From an optimization exercise on the open Yosys and OpenROAD flow, aimed at small area, a short achievable clock period and few clock cycles per item; shortcuts taken in it are not production practice.
The RTL was checked by simulation tests, not by an equivalence proof against the original design.

// encrypt_out
module encrypt_out (
  input  logic         clk,
  input  logic         rst,
  input  logic         start,
  input  logic [127:0] plain_text,
  input  logic [127:0] key,
  output logic [127:0] encrypt,
  output logic         done,
  output logic         busy
);
export LEC_CHECK = 0
export CAP_MARGIN = 0
export CORE_MARGIN = 2
export CORE_UTILIZATION = 40
export SLEW_MARGIN = 0
export SYNTH_HIERARCHICAL = 1
export SYNTH_MINIMUM_KEEP_SIZE = 0
create_clock -name core_clock -period 24.0 [get_ports {clk}]
standard.sh (not shown) runs the stock make flow with config.mk's settings and CLKGATE_MAP_FILE= SYNTH_SCRIPT=/design/flow/synth_recipe.tcl, a recipe that flattens the netlist after the stock synthesis.
==> flow/flow/run.sh <==
#!/bin/bash
# The standard ORFS layout (standard.sh), at the design's clock period
# and constraints, with three changes to how it is made:
#  - synthesis does not extract half/full adders into the platform's ha/fa
#    cells (ADDER_MAP_FILE empty), so ABC maps the adders with the rest;
#  - the floorplan step removes the buffers ABC inserted (REMOVE_ABC_BUFFERS)
#    and leaves buffering to the placer's repair steps;
#  - repair_timing aims for 12.5 ns of setup slack (SETUP_SLACK_MARGIN), so it
#    sizes and buffers the round's paths although they already meet 24 ns.
# make's output goes to flow.log here; each ORFS step also keeps its own log
# under orfs/logs/.
set -euo pipefail
cd "$(dirname "$0")/.."
bash standard.sh ADDER_MAP_FILE= REMOVE_ABC_BUFFERS=1 SETUP_SLACK_MARGIN=12.5 finish > flow.log 2>&1
The first run went through all stages and came out clean.
Testbench counts at the start, summed over its fixed seeds: cycles 6,080, blocks 320.
==> next run, changes <==
==> flow/flow/run.sh (replaced) <==
#!/bin/bash
# The standard ORFS layout (standard.sh), at the design's clock period
# and constraints, with two changes to how it is made:
#  - synthesis does not extract half/full adders into the platform's ha/fa
#    cells (ADDER_MAP_FILE empty), so ABC maps the adders with the rest;
#  - repair_timing aims for 13.5 ns of setup slack (SETUP_SLACK_MARGIN), so it
#    sizes and buffers the round's paths although they already meet 24 ns.
# make's output goes to flow.log here; each ORFS step also keeps its own log
# under orfs/logs/.
set -euo pipefail
cd "$(dirname "$0")/.."
bash standard.sh ADDER_MAP_FILE= SETUP_SLACK_MARGIN=13.5 finish > flow.log 2>&1
- CAP_MARGIN: 0 -> 20
- CORE_UTILIZATION: 40 -> 55
- SLEW_MARGIN: 0 -> 20
Wire length climbs by 1.1%.
Core utilization climbs by 23 points.
Sequential share of layout area drops by 1.0 points.
Clock skew stays flat.
Setup slack gains 0.59 ns.
Area after synthesis is unchanged.
Final area climbs by 8.3%.
Critical path depth climbs by 11.
Non-clock buffer count climbs by 354.
==> next run, changes <==
--- a/flow/flow/run.sh
+++ b/flow/flow/run.sh
@@ -6 +6 @@
-#  - repair_timing aims for 13.5 ns of setup slack (SETUP_SLACK_MARGIN), so it
+#  - repair_timing aims for 13 ns of setup slack (SETUP_SLACK_MARGIN), so it
@@ -12 +12 @@
-bash standard.sh ADDER_MAP_FILE= SETUP_SLACK_MARGIN=13.5 finish > flow.log 2>&1
+bash standard.sh ADDER_MAP_FILE= SETUP_SLACK_MARGIN=13 finish > flow.log 2>&1
- CORE_UTILIZATION: 55 -> 40
Effect: Wire length rose by 2.2%. Global-route usage went down by 11 points. Synthesized cell count does not change. Synthesized area stays the same. First-iteration DRC count falls by 6.7%. Worst hold slack degrades by 0.061 ns.

* * *

## job 1156
encrypt_out, a different RTL version from the one above (not shown whole).
For scale: roughly 390 I/O pins.
Settings: LEC_CHECK=0, CAP_MARGIN=5, CORE_MARGIN=2, CORE_UTILIZATION=40, PLACE_DENSITY=0.8, SLEW_MARGIN=5, SYNTH_HIERARCHICAL=1, SYNTH_MINIMUM_KEEP_SIZE=0; clock period 24.0 ns.
==> flow/flow/run.sh <==
#!/bin/bash
# The standard ORFS layout (standard.sh), at the design's clock period
# and constraints, with three changes to how it is made:
#  - synthesis does not extract half/full adders into the platform's ha/fa
#    cells (ADDER_MAP_FILE empty), so ABC maps the adders with the rest;
#  - the floorplan step removes the buffers ABC inserted (REMOVE_ABC_BUFFERS)
#    and leaves buffering to the placer's repair steps;
#  - repair_timing aims for 12.75 ns of setup slack (SETUP_SLACK_MARGIN), so it
#    sizes and buffers the round's paths although they already meet 24 ns.
# make's output goes to flow.log here; each ORFS step also keeps its own log
# under orfs/logs/.
set -euo pipefail
cd "$(dirname "$0")/.."
bash standard.sh ADDER_MAP_FILE= REMOVE_ABC_BUFFERS=1 SETUP_SLACK_MARGIN=12.75 finish > flow.log 2>&1
Job 1156 reached the final stage; the timing, DRC and antenna checks on its layout passed.
Testbench counts of job 1156, summed over its fixed seeds: cycles 6,080, blocks 320.
Edits applied to the flow inputs when going from job 1156 to job 7885:
Settings: PLACE_DENSITY now 0.85, was 0.8; CAP_MARGIN now 10, was 5; SLEW_MARGIN now 10, was 5.
diff --git a/flow/flow/run.sh b/flow/flow/run.sh
--- a/flow/flow/run.sh
+++ b/flow/flow/run.sh
@@ -8 +8 @@
-#  - repair_timing aims for 12.75 ns of setup slack (SETUP_SLACK_MARGIN), so it
+#  - repair_timing aims for 12.5 ns of setup slack (SETUP_SLACK_MARGIN), so it
@@ -14 +14 @@
-bash standard.sh ADDER_MAP_FILE= REMOVE_ABC_BUFFERS=1 SETUP_SLACK_MARGIN=12.75 finish > flow.log 2>&1
+bash standard.sh ADDER_MAP_FILE= REMOVE_ABC_BUFFERS=1 SETUP_SLACK_MARGIN=12.5 finish > flow.log 2>&1
Findings:
Job 7885 reports a higher hold slack than job 1156 does.
[compare] base=job 1156 new=job 7885: worst-case headroom to the max-slew limit -1.3 points; routed length on met3 +23%; flip-flop and latch share of the layout cell area +0.26 points; routed wire length -about 2.3%; instance area at placement ~0 delta.
Job 7885 vs. job 1156: vias per cell went up by 1.9%.
[compare] base=job 1156 new=job 7885: number of cells traversed by the worst register-to-register path down about 2.8%.
Here is what was changed in the inputs of job 5192 compared with job 7885.
Settings: SLEW_MARGIN changed from 10 to 5; PLACE_DENSITY changed from 0.85 to 0.8; CAP_MARGIN changed from 10 to 5.
diff --git a/flow/flow/run.sh b/flow/flow/run.sh
--- a/flow/flow/run.sh
+++ b/flow/flow/run.sh
@@ -8 +8 @@
-#  - repair_timing aims for 12.5 ns of setup slack (SETUP_SLACK_MARGIN), so it
+#  - repair_timing aims for 13 ns of setup slack (SETUP_SLACK_MARGIN), so it
@@ -14 +14 @@
-bash standard.sh ADDER_MAP_FILE= REMOVE_ABC_BUFFERS=1 SETUP_SLACK_MARGIN=12.5 finish > flow.log 2>&1
+bash standard.sh ADDER_MAP_FILE= REMOVE_ABC_BUFFERS=1 SETUP_SLACK_MARGIN=13 finish > flow.log 2>&1
--- outcome ---
All of job 7885 and job 5192 finish clean.
Job 5192 reports its termination of the worst setup path as w1[16] while job 7885 reports w0[28].
Data required time of the worst path: job 7885 and job 5192 compared, higher one is job 5192
Taking job 7885 as the reference point, the H-tree depth reported by CTS of job 5192 falls by 1.
Global-route usage over all layers: job 7885 and job 5192 compared, lower one is job 7885
Of job 7885 and job 5192, the higher setup slack belongs to job 5192.

==> port drivers added, routing unchanged <==
The results above use ideal ports. As a check the final layouts listed here were re-extracted and re-timed, cells and wires unchanged. Step 1 assumes that a clkbuf_16 drives the clock port and a buf_2 every other input. Step 2, shift: input delay + t, output delay - t, t = (earliest + latest rising clock arrival at the registers) / 2. This alone moves slack from input paths to output paths. Slacks: no drivers / after step 1 / after step 2; pairs: no drivers / after step 1.
run	t (ns)	slack for setup (ns)	slew at the worst register clock pin (ns)	worst data-port slew with drivers (ns)
the first run of note 1	0.813	12.664 / 12.664 / 12.664	0.07 / 0.07	0.08
the second run of note 1	0.775	13.255 / 13.255 / 13.255	0.08 / 0.08	0.09
the third run of note 1	0.800	13.046 / 13.046 / 13.046	0.08 / 0.08	0.14
job 1156	0.783	12.929 / 12.929 / 12.929	0.08 / 0.08	0.14
job 7885	0.793	12.619 / 12.619 / 12.619	0.09 / 0.09	0.11
job 5192	0.784	13.007 / 13.007 / 13.007	0.08 / 0.08	0.13
After both steps setup and hold are still met in every run listed.
